Source: an optimization exercise on an open RTL-to-GDS flow (aim: small area). Production flows keep margins and buffers that such runs may drop. No functional check of the RTL was part of any run shown here. Power and IR drop assume default switching activity.

`flow/run.sh`:
```
#!/bin/bash
# The standard layout, with each port buffered by the smallest buffer cell
# instead of the one buffer_ports picks by default.
set -euo pipefail
export BUFFER_PORTS_ARGS="-buffer_cell sky130_fd_sc_hd__buf_1"
bash standard.sh > standard.log 2>&1
```
`standard.sh`:
```
#!/bin/bash
# synth_recipe.tcl (not shown) runs the flow's synth.tcl, then flattens the netlist and writes it again
# the make line also repeats each setting of config.mk as NAME=value (left out here)
make -C /OpenROAD-flow-scripts/flow DESIGN_CONFIG=/design/flow/config.mk WORK_HOME=/design/flow/orfs CLKGATE_MAP_FILE= SYNTH_SCRIPT=/design/flow/synth_recipe.tcl "${@:-finish}"
```
`config.mk`:
```
export PLATFORM = sky130hd
export DESIGN_NAME = mips_cpu_bus
export DESIGN_NICKNAME = mips_cpu_bus
export VERILOG_FILES = /design/flow/design.v
export SDC_FILE = /design/flow/constraint.sdc
export NUM_CORES = 4
export LEC_CHECK = 0
export CAP_MARGIN = 40
export CORE_MARGIN = 2
export CORE_UTILIZATION = 70
export CTS_CLUSTER_DIAMETER = 70
export CTS_CLUSTER_SIZE = 32
export PLACE_DENSITY = 0.75
export SLEW_MARGIN = 40
```
`constraint.sdc`:
```
create_clock -name core_clock -period 15.0 [get_ports {clk}]
set_input_delay 3.0000 -clock core_clock [delete_from_list [all_inputs] [get_ports {clk}]]
set_output_delay 3.0000 -clock core_clock [all_outputs]
set_load 0.01 [all_outputs]
```
`design.v`:
```
`default_nettype none
module mips_cpu_bus (
    input  logic        clk,
    input  logic        rst_n,
    output logic        active,
    output logic [31:0] register_v0,
    input  logic        waitrequest,
    input  logic [31:0] readdata,
    output logic [31:0] address,
    output logic        write,
    output logic        read,
    output logic [31:0] writedata,
    output logic [3:0]  byteenable
);
    localparam logic [2:0] W_INIT = 3'd0,   
                           W_EXEC = 3'd1,   
                           W_EX2  = 3'd2,   
                           W_IDLF = 3'd3,   
                           W_IDLM = 3'd4,   
                           W_HALT = 3'd5,
                           W_EX3  = 3'd6;   
    localparam logic [4:0] O_ADDU  = 5'b00001, O_SUBU  = 5'b00011, O_AND  = 5'b00100,
                           O_OR    = 5'b00101, O_XOR   = 5'b00110,
                           O_ADDIU = 5'b01001, O_ANDI  = 5'b01100, O_ORI  = 5'b01101,
                           O_XORI  = 5'b01110, O_LUI   = 5'b01111,
                           O_LW    = 5'b10000, O_SW    = 5'b10001, O_SLT  = 5'b10010,
                           O_SLTU  = 5'b10011, O_SLL   = 5'b10100, O_SRL  = 5'b10110,
                           O_SRA   = 5'b10111,
                           O_NOP   = 5'b11000, O_JR    = 5'b11001, O_J    = 5'b11010,
                           O_JAL   = 5'b11011, O_BEQ   = 5'b11100, O_BNE  = 5'b11101;
    localparam logic [31:0] RESET_VEC = 32'hBFC0_0000;
    logic [3:0]  ph;
    logic [2:0]  win;
    logic [31:0] regs [1:31];
    logic [31:0] pc, a, d;
    logic [4:0]  op, rs, rt, wa;
    logic [4:0]  sh;             
    logic        c_alu, c_pc;    
    logic        fl;             
    logic        sgn;            
    logic [4:0] op_f, wa_f;
    logic [5:0] opc, fn;
    logic       is_r, r_alu, r_two, r_jr, i_alu, i_ls, i_ctl;
    assign opc   = readdata[31:26];
    assign fn    = readdata[5:0];
    assign is_r  = (opc == 6'h00);
    assign r_alu = fn[5:3] == 3'b100 && (fn[2] ? !(fn[1] && fn[0]) : fn[0]);
    assign r_two = (fn[5:2] == 4'b0000 && (fn[1] || !fn[0])) || (fn[5:1] == 5'b10101);
    assign r_jr  = (fn == 6'h08) && (readdata[20:16] == 5'd0);
    assign i_alu = (opc[5:3] == 3'b001) && (opc[2] || opc[1:0] == 2'b01);
    assign i_ls  = opc[5:4] == 2'b10 && opc[2:0] == 3'b011;
    assign i_ctl = opc[5:3] == 3'b000 && (opc[2] != opc[1]);
    always_comb begin
        op_f = O_NOP;
        if (is_r) begin
            if (r_alu)      op_f = {2'b00, fn[2:0]};
            else if (r_two) op_f = {2'b10, !fn[5], fn[1:0]};
            else if (r_jr)  op_f = O_JR;
        end else begin
            if (i_alu)      op_f = {2'b01, opc[2:0]};
            else if (i_ls)  op_f = {4'b1000, opc[3]};
            else if (i_ctl) op_f = {2'b11, opc[2:0]};
        end
        if (is_r)              wa_f = readdata[15:11];   
        else if (opc == 6'h03) wa_f = 5'd31;             
        else                   wa_f = readdata[20:16];   
    end
    assign sh = rs;
    logic c_alur, c_alui, c_two, c_ctl;
    assign c_alur = (op[4:3] == 2'b00);
    assign c_alui = (op[4:3] == 2'b01);
    assign c_two  = (op[4:3] == 2'b10);
    assign c_ctl  = (op[4:3] == 2'b11);
    logic i_lui, i_jal, i_jmp, i_jr, i_beq, i_branch, i_sw, i_lw, i_mem, i_sltu, i_setlt;
    logic i_sll, i_sra, i_shift, i_logic, i_sub, i_imm, i_sext, i_w1, i_w2;
    assign i_lui    = c_alui && op[2:0] == 3'b111;
    assign i_logic  = (c_alur || c_alui) && op[2];      
    assign i_mem    = c_two && op[2:1] == 2'b00;
    assign i_lw     = i_mem && !op[0];
    assign i_sw     = i_mem && op[0];
    assign i_setlt  = c_two && op[2:1] == 2'b01;
    assign i_sltu   = op[0];                             
    assign i_shift  = c_two && op[2];
    assign i_sll    = i_shift && !op[1];
    assign i_sra    = i_shift && op[0];
    assign i_jr     = c_ctl && op[2:0] == 3'b001;
    assign i_jmp    = c_ctl && op[2:1] == 2'b01;         
    assign i_jal    = i_jmp && op[0];
    assign i_branch = c_ctl && op[2];
    assign i_beq    = !op[0];                            
    assign i_sub    = (c_alur && !op[2] && op[1]) || i_setlt;
    assign i_imm    = (c_alui && !i_lui) || i_mem;
    assign i_sext   = (c_alui && !op[2]) || i_mem;       
    assign i_w1     = c_alur || c_alui || i_jal;
    assign i_w2     = c_two && !i_sw;
    logic last;
    assign last = (ph == 4'd15);
    logic [1:0] imm_s;    
    logic [1:0] lui_s;    
    logic [1:0] tgt_s;    
    assign imm_s = (ph < 4'd8) ? d[1:0] : {2{sgn && i_sext}};
    assign lui_s = (ph < 4'd8) ? 2'b00 : d[17:16];
    assign tgt_s = d[31:30];
    logic [1:0]  rs_b, rt_b;
    logic [63:0] bot;   
    always_comb begin
        bot[1:0] = 2'b00;
        for (int r = 1; r < 32; r++) bot[2*r +: 2] = regs[r][1:0];
        bot[2*5'd2 +: 2] = register_v0[2*ph +: 2];   
    end
    assign rs_b = bot[2*rs +: 2];
    assign rt_b = bot[2*rt +: 2];
    logic [1:0] op_b, b_x, sum, res;
    logic       cin, c1, cout;
    assign op_b = i_lui ? lui_s : (i_imm ? imm_s : rt_b);
    assign b_x  = i_sub ? ~op_b : op_b;
    assign cin  = (ph == 4'd0) ? i_sub : c_alu;
    assign sum[0] = rs_b[0] ^ b_x[0] ^ cin;
    assign c1     = (rs_b[0] & b_x[0]) | (cin & (rs_b[0] ^ b_x[0]));
    assign sum[1] = rs_b[1] ^ b_x[1] ^ c1;
    assign cout   = (rs_b[1] & b_x[1]) | (c1 & (rs_b[1] ^ b_x[1]));
    always_comb begin
        if (!i_logic)              res = sum;
        else if (op[1:0] == 2'b00) res = rs_b & op_b;
        else if (op[1:0] == 2'b01) res = rs_b | op_b;
        else if (op[1:0] == 2'b10) res = rs_b ^ op_b;
        else                       res = op_b;   
    end
    logic lt;
    assign lt = i_sltu ? !cout : ((rs_b[1] != rt_b[1]) ? rs_b[1] : sum[1]);
    logic neq;
    assign neq = ((ph != 4'd0) && fl) || (rs_b != rt_b);
    logic taken;
    assign taken = i_beq ? !neq : neq;
    logic [1:0] pc_op, pcs;
    logic       pcin, pc1, pcout;
    always_comb begin
        pc_op = 2'b00;
        if (win == W_EXEC && ph == 4'd1) pc_op = 2'b01;
        if (win == W_EX2 && i_branch) begin
            if (ph == 4'd0)      pc_op = 2'b00;
            else if (ph <= 4'd8) pc_op = tgt_s;
            else                 pc_op = {2{sgn}};
        end
    end
    assign pcin   = (ph == 4'd0) ? 1'b0 : c_pc;
    assign pcs[0] = pc[0] ^ pc_op[0] ^ pcin;
    assign pc1    = (pc[0] & pc_op[0]) | (pcin & (pc[0] ^ pc_op[0]));
    assign pcs[1] = pc[1] ^ pc_op[1] ^ pc1;
    assign pcout  = (pc[1] & pc_op[1]) | (pc1 & (pc[1] ^ pc_op[1]));
    logic [1:0] npc;
    always_comb begin
        if (win == W_INIT)                        npc = RESET_VEC[2*ph +: 2];
        else if (win == W_EXEC && i_jmp)          npc = (ph >= 4'd14) ? pcs :
                                                        (ph == 4'd0) ? 2'b00 : tgt_s;
        else if (win == W_EXEC && i_jr)           npc = rs_b;
        else                                      npc = pcs;
    end
    function automatic logic le4(input logic [3:0] x, input logic [3:0] y);
        logic gt, eq;
        gt = 1'b0;
        eq = 1'b1;
        for (int i = 3; i >= 0; i--) begin
            gt = gt | (eq & x[i] & ~y[i]);
            eq = eq & ~(x[i] ^ y[i]);
        end
        le4 = ~gt;
    endfunction
    logic [1:0]  sh_res, pair, sh_b;
    logic [3:0]  sh_t, pidx;
    logic [4:0]  nsh;
    logic        sh_c, v0, v1, r0, r1, l0, l1, fill;
    logic        dly;
    assign dly = c_alu;
    assign nsh  = ~sh;
    assign sh_t = sh[4:1] ^ {4{i_sll}};
    always_comb begin
        sh_c = i_sll || sh[0];
        for (int i = 0; i < 4; i++) begin
            pidx[i] = sh_t[i] ^ sh_c;
            sh_c    = sh_c & sh_t[i];
        end
    end
    assign pair = d[2*pidx +: 2];
    always_comb begin
        if (!sh[0])                                     sh_b = pair;
        else if (!i_sll && sh[4:1] == 4'd15 && ph == 4'd0) sh_b = {pair[0], fl};   
        else                                            sh_b = {pair[0], dly};
    end
    assign r0   = le4(ph, nsh[4:1]);
    assign r1   = r0 & ~(sh[0] & (ph == nsh[4:1]));
    assign l1   = le4(sh[4:1], ph);
    assign l0   = l1 & ~(sh[0] & (ph == sh[4:1]));
    assign v0   = i_sll ? l0 : r0;
    assign v1   = i_sll ? l1 : r1;
    assign fill = i_sra && fl;
    assign sh_res[0] = v0 ? sh_b[0] : fill;
    assign sh_res[1] = v1 ? sh_b[1] : fill;
    logic       wr;
    logic [1:0] wd;
    always_comb begin
        wr = 1'b0;
        wd = res;
        case (win)
            W_INIT: begin wr = 1'b1; wd = 2'b00; end
            W_EXEC: begin
                wr = i_w1;
                wd = i_jal ? pcs : res;
            end
            W_EX2: begin
                wr = i_w2;
                if (i_lw)         wd = d[1:0];
                else if (i_shift) wd = sh_res;
                else              wd = {1'b0, fl && ph == 4'd0};
            end
            default: ;
        endcase
    end
    logic wa_v0, v0_ld;
    assign wa_v0 = (wa == 5'd2);
    assign v0_ld = last && ((win == W_EXEC && i_w1 && wa_v0) ||
                            (win == W_EX2 && (i_lw || i_setlt) && wa_v0) ||
                            (win == W_EX3));
    logic [1:0] r_in [1:31];
    always_comb begin
        for (int r = 1; r < 32; r++) begin
            if (win == W_INIT || (wr && wa == 5'(r))) r_in[r] = wd;
            else                                       r_in[r] = regs[r][1:0];
        end
    end
    always_ff @(posedge clk) begin
        for (int r = 1; r < 32; r++) regs[r] <= {r_in[r], regs[r][31:2]};
    end
    logic [1:0] a_in, d_in;
    always_comb begin
        if (win == W_EXEC && i_mem)                  a_in = sum;
        else if (win == W_IDLM)                      a_in = a[1:0];
        else if (win == W_EX2 && i_shift && wa_v0)   a_in = sh_res;
        else                                         a_in = npc;
        if (win == W_EXEC && (i_sw || i_shift))                  d_in = rt_b;
        else if (win == W_EXEC && i_w1 && !i_jal && !(i_lui && ph < 4'd8)) d_in = wd;
        else if (win == W_EX2 && i_setlt)                        d_in = wd;
        else if (win == W_EX3)                                   d_in = a[1:0];
        else                                                     d_in = d[1:0];
    end
    localparam logic [1:0] A_NONE = 2'd0, A_FETCH = 2'd1, A_LOAD = 2'd2, A_STORE = 2'd3;
    logic [1:0] acc;
    always_comb begin
        case (win)
            W_INIT, W_IDLF, W_EX3: acc = A_FETCH;
            W_EX2:   acc = (i_shift && wa_v0) ? A_NONE : A_FETCH;
            W_EXEC: begin
                if (i_lw)                                          acc = A_LOAD;
                else if (i_sw)                                     acc = A_STORE;
                else if (i_shift || i_setlt || (i_branch && taken)) acc = A_NONE;
                else                                               acc = A_FETCH;
            end
            W_IDLM:  acc = i_lw ? A_LOAD : A_STORE;
            default: acc = A_NONE;
        endcase
    end
    logic [31:0] addr_w;
    logic        at_zero;
    assign addr_w  = {a_in, a[31:2]};
    assign at_zero = (addr_w == 32'd0);
    assign address    = addr_w;
    assign writedata  = {d_in, d[31:2]};
    assign byteenable = 4'b1111;
    assign read       = last && ((acc == A_FETCH && !at_zero) || acc == A_LOAD);
    assign write      = last && (acc == A_STORE);
    logic done;   
    assign done = (read || write) && !waitrequest;
    logic [2:0] win_n;
    always_comb begin
        win_n = win;
        if (last) begin
            case (acc)
                A_FETCH: win_n = at_zero ? W_HALT : (done ? W_EXEC : W_IDLF);
                A_LOAD, A_STORE: win_n = done ? W_EX2 : W_IDLM;
                default: win_n = (win == W_HALT) ? W_HALT : ((win == W_EX2) ? W_EX3 : W_EX2);
            endcase
        end
    end
    logic fetched;
    assign fetched = last && acc == A_FETCH && done;
    always_ff @(posedge clk) begin
        pc <= {npc, pc[31:2]};
        a  <= {a_in, a[31:2]};
        if (last && done && read) d <= readdata;   
        else                      d <= {d_in, d[31:2]};
        if (fetched) begin
            op <= op_f;
            rs <= (is_r && fn[5:2] == 4'b0000) ? readdata[10:6] : readdata[25:21];
            rt <= readdata[20:16];
            wa <= wa_f;
        end
        c_alu <= i_shift ? pair[1] : cout;   
        c_pc  <= pcout;
        if (ph == 4'd7) sgn <= d[1];
        if (win == W_EXEC) begin
            if (i_branch)               fl <= neq;
            else if (last && i_setlt)   fl <= lt;
            else if (last && i_shift)   fl <= rt_b[1];
        end
    end
    always_ff @(posedge clk) begin
        if (!rst_n) begin
            ph          <= 4'd0;
            win         <= W_INIT;
            active      <= 1'b0;
            register_v0 <= 32'd0;
        end else begin
            ph     <= ph + 4'd1;
            win    <= win_n;
            active <= (win_n != W_HALT);
            if (v0_ld) register_v0 <= {d_in, d[31:2]} & {16'hffff, {16{!(win == W_EXEC && i_lui)}}};
        end
    end
endmodule
`default_nettype wire
```
==> results of run 1 <==
-- cells in the final DEF (no fill, tap or decap), types with 11 or more instances in the layout --
cell type,netlist,layout
a21boi_0,35,35
a21oi_1,27,26
buf_1,4,133
clkbuf_16,0,44
dfxtp_1,1098,1097
edfxtp_1,22,22
ha_1,15,15
inv_1,31,31
mux2_2,75,75
mux2_4,30,30
mux2i_1,24,24
mux4_2,41,41
nand2_1,86,85
nand2b_1,14,14
nand3_1,42,42
nor2_1,41,41
nor2b_1,13,13
nor4_1,14,13
o211ai_1,11,11
o21ai_0,50,50
-- how the worst max path moves through the flow --
stage / start / end / slack [ns] / cells after the start
2_1_floorplan: rs[0] / writedata[30] / 7.55 / 17
3_3_place_gp: op[3] / writedata[30] / 6.51 / 15
3_5_place_dp: op[3] / writedata[30] / 6.65 / 15
4_1_cts: op[3] / writedata[30] / 5.94 / 15
5_1_grt: op[3] / writedata[30] / 5.74 / 15
6_report: op[3] / writedata[30] / 5.96 / 15
-- where the power goes --
| part | switching (W) | internal (W) | leakage [nW] |
|---|---|---|---|
| combinational | 0.0000649 | 0.0000487 | 2.31 |
| clock | 0.000897 | 0.000560 | 0.618 |
| sequential | 0.0000577 | 0.00308 | 9.08 |
| total | 0.00102 | 0.00369 | 12.0 |
-- layer usage --
| layer | track usage | vias up | wire length [um] |
|---|---|---|---|
| met3 | 0.0571 | 198 | 4190 |
| li1 | - | 6685 | - |
| met5 | 0 | - | 12 |
| met4 | 0.131 | 2 | 3000 |
| met2 | 0.503 | 681 | 31500 |
| met1 | 0.389 | 7170 | 26600 |
-- through the flow --
| step | worst slack [ns] | cell area [um2] |
|---|---|---|
| after global routing | 5.74 | 31100 |
| after detailed placement | 6.65 | 29800 |
| final | 5.96 | 31100 |
| after floorplan | 7.55 | 29300 |
| after global placement | 6.51 | 29800 |
| after CTS | 5.94 | 31100 |
-- state kept, by name, indices dropped and copies added (netlist names) --
name	flops
op	5
register_v0	32
ph	4
d	32
pc	32
a	32
win	3
fl	1
sgn	1
wa	5
c_alu	1
regs	960
rs	5
rt	5
active	1
c_pc	1
-- worst max-delay path, cell delays in order (launching register included) --
cell      delay, ns
edfxtp_1       0.71
and4bb_1       0.36
or2_2          0.32
ha_1           0.20
ha_1           0.20
ha_1           0.49
mux4_2         0.54
mux4_2         0.51
mux2i_1        0.23
nor2_1         0.11
a311oi_1       0.27
o31ai_1        0.13
a211o_2        0.62
o21a_1         0.29
mux2_2         0.30
buf_1          0.14
-- kinds of logic after synthesis --
family,after synthesis,synth area share
other,1,0.000128
muxes,174,0.0854
xor gates and xnor gates,17,0.00508
buffers and inverters,161,0.0316
and+or+nand+nor,275,0.0476
DFF,1120,0.772
adders and majority gates,21,0.00981
AOI/OAI and AO/OA,204,0.0483
-- cell type report --
| type | instances | area share |
|---|---|---|
| Sequential cell | 1120 | 0.729 |
| Multi-Input combinational cell | 695 | 0.187 |
| Clock buffer | 46 | 0.0357 |
| Tap cell | 532 | 0.0214 |
| Timing Repair Buffer | 142 | 0.0184 |
| Clock inverter | 9 | 0.00556 |
| Inverter | 32 | 0.00386 |
| Antenna cell | 1 | 0.0000805 |
==> results.toml, run 1 <==
[outcome]
status = "timing/DRC/antenna clean"

[grt]
grt_pass1_wl_um = 97000
antenna_found_initial = 4
grt_max_degree = 42
grt_pass1_vias = 15300
track_usage = 0.302
grt-ovfl-total = 0

[clocking]
clock_sinks = 1120
cts-root-buf = "clkbuf_16"
cts_buffer_depth = 3
clk-insertion-delay-late_ns = 0.63
cts_resized = 0
cts_tree = "built"
clkTransAtPathRegs_ns = 0.12
htreeDepth = 2
numCtsBuffers = 44
cts_setup_buffers = 0
cts_hold_buffers = 0

[layout]
drive_above_1_share = 0.115
finalNonFillerCells = 2577
final_nets = 2089
multi_input_area_um2 = 5800
final_core_util = 0.756
area.sequential_um2 = 22600
filler_cell_count = 2218
syn_to_final_growth_pct = 6.00

[placed_design]
dp_cells = 2520
portBuffers = 133
routabilityCongestion = 0.901
dp_hpwl_um = 41100

[sta]
slew_headroom = 0.422
fin_crit_sh = 0.602
worstMarginPinSlew_ns = 0.859
layout_min_cycle_time_ns = 9.04
setup_tns_ns = 0
rsz0062_at_grt = "false"
holdWs_ns = 0.317
skew_ns = 0.0497
setup_violations = 0
maxSlewViolCount = 0
hold_viol_final = 0
fmax_mhz = 111

[critical_path]
worstSetupPathType = "reg2out"
rr_startpoint = "ph[3]"
r2r-end = "d[31]"
cp-end-kind = "output pin"
path_max_fanout = 31
worstPathArrival_ns = 6.04
startpoint_type = "flop"
reg2reg_depth = 18
worst-r2r-setup-slack_ns = 9.11
required_ns = 12.00

[run]
drv_cap = 0

[pwr]
p_total_w = 0.00471
power.density_nw_per_um2 = 152
p_leak_nw = 12.0
vdd_drop_max_v = 0.000167

[synthesis]
synthArstFlopShare = 0
ys_warn_count = 3
avgSynthCellArea_um2 = 14.9
synth_area_leaders = "dfxtp_1, mux4_2, mux2_2"
synth_cell_types = 80
synth_seq_cells = 1120
synth_edf_count = 22
ys_seq_area_frac = 0.772
netlist_top_cells_count = "dfxtp_1, nand2_1, mux2_2"
syn-cell-area_um2 = 29300
synthFlopType = "dfxtp_1"
synth_top_area_frac = 0.750
syn_inst = 1973
synth.most_common_cell = "dfxtp_1"
yosysTopAreaCell = "dfxtp_1"

[floorplanning]
core_area_um2 = 41100
rows = 74
fp.dieW_um = 209
io_pins = 138
dieArea_um2 = 43500
initial_core_util = 0.713
die_height_um = 209

[routing]
viasPerCell = 5.72
drt_wl_total_um = 65200
ant_nets = 0
drt-initial-drc-count = 1549
dr_total_vias = 14700
post_drt_wl_per_cell_um = 25.3
drc_errors = 0
dr.pass1.iters = 9

[min_path]
min_to = "regs[4][13]"
min_path_cells = 0
hp-start = "regs[4][15]"
min_path_type = "reg2reg"
==> run 2: changes to the inputs <==
==> flow/run.sh (replaced) <==
#!/bin/bash
# The standard layout with two changes:
#  - synthesis maps the logic with an area-only ABC script (abc_area.script
#    here: no buffering or gate upsizing for speed) instead of ORFS's own;
#    ORFS's scripts are copied unchanged and only that file is replaced;
#  - each port is buffered by the smallest buffer cell.
set -euo pipefail
rm -rf scripts_area
cp -r "$FLOW_HOME/scripts" scripts_area
cp flow/abc_area.script scripts_area/abc_area.script
export BUFFER_PORTS_ARGS="-buffer_cell sky130_fd_sc_hd__buf_1"
bash standard.sh SCRIPTS_DIR="$PWD/scripts_area" finish > standard.log 2>&1
==> flow/abc_area.script (new file) <==
strash
ifraig
dc2
resub -K 8 -N 2
&get -n
&st
&syn2
&dch
&put
amap -m
topo
--- a/config.mk
+++ b/config.mk
@@ -6,9 +6,9 @@
 export NUM_CORES = 4
 export LEC_CHECK = 0
+export ABC_AREA = 1
 export CAP_MARGIN = 40
 export CORE_MARGIN = 2
-export CORE_UTILIZATION = 70
-export CTS_CLUSTER_DIAMETER = 70
-export CTS_CLUSTER_SIZE = 32
-export PLACE_DENSITY = 0.75
+export CORE_UTILIZATION = 60
+export CTS_CLUSTER_DIAMETER = 100
+export CTS_CLUSTER_SIZE = 30
 export SLEW_MARGIN = 40
==> run 2 against run 1 <==
Compared with the run above: still clean; flip-flop and latch count did not move; clock power down 7%; register-to-register slack worse by 2.0 ns; final cell count rose by 9.0%; non-clock buffer count is 3 higher; sequential power fell by 4%; setup slack got worse by 1.3 ns; sequential share of layout area up 2.4 points; clock skew shrank 0.011 ns; core utilization is 11 points lower; area after synthesis down 4.5%; first-iteration DRC count is 27% lower.
==> results.toml, run 2 <==
[synthesis]
synthArstFlopShare = 0
synth_seq_cells = 1120
netlist_top_cells_count = "dfxtp_1, clkinv_1, o22ai_1"
yosysTopAreaCell = "dfxtp_1"
synth_edf_count = 22
syn-cell-area_um2 = 28000
synth.most_common_cell = "dfxtp_1"
synthFlopType = "dfxtp_1"
ys_warn_count = 3
avgSynthCellArea_um2 = 13.6
synth_area_leaders = "dfxtp_1, o22ai_1, clkinv_1"
synth_top_area_frac = 0.785
synth_cell_types = 47
syn_inst = 2066
ys_seq_area_frac = 0.809

[min_path]
min_path_type = "reg2reg"

[clocking]
cts_tree = "built"
clk-insertion-delay-late_ns = 0.62
cts_resized = 0
cts-root-buf = "clkbuf_16"
cts_setup_buffers = 0
htreeDepth = 2
cts_hold_buffers = 0
clkTransAtPathRegs_ns = 0.12
cts_buffer_depth = 3
clock_sinks = 1120
numCtsBuffers = 43

[sta]
fmax_mhz = 96.9
fin_crit_sh = 0.688
hold_viol_final = 0
setup_tns_ns = 0
slew_headroom = 0.418
skew_ns = 0.0391
rsz0062_at_grt = "false"
maxSlewViolCount = 0
layout_min_cycle_time_ns = 10.31
setup_violations = 0
holdWs_ns = 0.320
worstMarginPinSlew_ns = 0.850
layout_setup_ws_ns = 4.69

[floorplanning]
initial_core_util = 0.604
fp.dieW_um = 220
die_height_um = 220
io_pins = 138
core_area_um2 = 46400
rows = 79
dieArea_um2 = 48400

[layout]
mostFrequentLayoutCells = "dfxtp_1, clkinv_1, o22ai_1, buf_1, nor2_1"
largest_register = "regs"
final_common_cell = "dfxtp_1"
final_nets = 2249
syn_to_final_growth_pct = 7.42
largest_register_ffs = 960
diodes = 0
drive_above_1_share = 0.0295
final_cell_area_um2 = 30100

[pwr]
vdd_drop_max_v = 0.000180
p_total_w = 0.00443
p_leak_nw = 11.4
power.density_nw_per_um2 = 147

[critical_path]
path_max_fanout = 22
cp-end-kind = "output pin"
worstSetupPathType = "reg2out"
worstPathArrival_ns = 7.31
required_ns = 12.00
startpoint_type = "flop"

[placed_design]
dp_hpwl_um = 40200
placed_cell_area_um2 = 28900
portBuffers = 133
pre_cts_ws_ns = 5.21
routabilityCongestion = 0.944

[routing]
dr.pass1.iters = 7
post_drt_wl_per_cell_um = 20.5
viasPerCell = 5.32
drt-initial-drc-count = 1130
dr_total_vias = 14900
drc_errors = 0
ant_nets = 0
drt_wl_total_um = 57600

[run]
drv_cap = 0

[grt]
track_usage = 0.236
grt_pass1_wl_um = 84200
grt_pass1_vias = 14500
grt-ovfl-total = 0
antenna_found_initial = 1
grt_max_degree = 48

[outcome]
status = "timing/DRC/antenna clean"
==> run 2: changes by cell type after synthesis, moves of 41 or more <==
cell      delta
mux4_2      -41
a21oi_1     +43
o22ai_1    +143
nor2_1      +90
mux2_2      -75
clkinv_1   +185
nand2_1     -48
clkbuf_1    -42
==> run 2: layout make-up <==
class,count,area [um2]
multi-input combinational,700,4230
timing repair buffer,145,608
fill,3410,16300
clock buffer,47,1090
inverter,185,694
sequential,1120,22600
tap,607,759
clock inverter,4,53.8
==> run 2: cell families (layout without fill, tap and decap cells) <==
kind of cell / Yosys count / in the layout / share of synthesized area
simple gates: 247 / 247 / 0.0390
compound gates: 430 / 430 / 0.101
buf+inv: 249 / 381 / 0.0420
flops: 1120 / 1120 / 0.809
fa+ha+maj: 19 / 19 / 0.00956
other cells: 1 / 4 / 0.000134
==> run 2: worst max-delay path, cell delays in order (launching register included) <==
cell,delay (ns)
dfxtp_1,0.83
clkinv_1,0.74
o22ai_1,0.39
a221oi_1,0.14
nor3_1,0.22
a31oi_1,0.15
o221a_1,0.30
o221ai_1,0.17
nand3_1,0.10
o21ai_0,0.31
clkinv_1,0.23
nor2_1,0.14
o32ai_1,0.17
clkinv_1,0.10
o22ai_1,0.10
fa_1,0.44
fa_1,0.58
clkinv_1,0.11
a222oi_1,0.36
o22a_1,0.26
nor2_1,0.06
o32ai_1,0.48
clkinv_1,0.14
buf_1,0.15
==> run 2: path summary, 6_finish.rpt <==
| check | startpoint | to | slack [ns] | depth (start not counted) |
|---|---|---|---|---|
| worst min register to register | regs[18][3] | regs[18][1] | 0.32 | 0 |
| worst max-delay path | ph[0] | writedata[31] | 4.69 | 23 |
| worst min-delay path | regs[18][3] | regs[18][1] | 0.32 | 0 |
| worst max register to register | op[4] | d[26] | 7.08 | 29 |
==> run 2: per-layer routing <==
layer  vias to the layer above  share of wire  routed length [um]  GRT usage
met3                       118          0.059                3390     0.0392
met2                       516           0.43               24800      0.355
met4                         0          0.041                2350      0.106
met5                         -              0                   0          0
met1                      7079           0.47               27100      0.336
li1                       7227              -                   -          -
==> run 2: per-stage QoR <==
| stage | util | instances |
|---|---|---|
| floorplan | - | 2069 |
| global placement | 0.623 | 2753 |
| detailed placement | 0.624 | 2755 |
| CTS | 0.648 | 2806 |
| global route | 0.649 | 2808 |
| finish | 0.649 | 2808 |
==> run 2: report_power, final <==
group	leakage, nW	internal, W	switching, W	total (W)
clock network	0.560	0.000532	0.000828	0.00136
logic	1.75	0.0000225	0.0000510	0.0000735
registers	9.05	0.00299	0.00000987	0.00300
total	11.4	0.00354	0.000889	0.00443

## static timing again, ports no longer ideal
The flow's constraints put no driver on any port. The routed layouts listed below were extracted and timed again, unchanged, in two steps. Step 1, drivers: a clkbuf_16 drives clk and a buf_2 each remaining input, both assumed. Step 2, shift: input delay + t, output delay - t, t = (earliest + latest rising clock arrival at the registers) / 2. This alone moves slack from input paths to output paths. Three values: ideal ports, drivers, drivers and shift; two values: the first two.
| run | t (ns) | slack for setup (ns) | worst setup path at the end | latest minus earliest clock arrival (ns) | worst data-port slew with drivers (ns) |
|---|---|---|---|---|---|
| run 1 | 0.668 | 5.964 / 5.904 / 6.573 | register to output | 0.053 / 0.053 | 0.06 |
| run 2 | 0.654 | 4.685 / 4.630 / 5.284 | register to output | 0.040 / 0.040 | 0.05 |
After both steps every run listed still meets setup and hold.
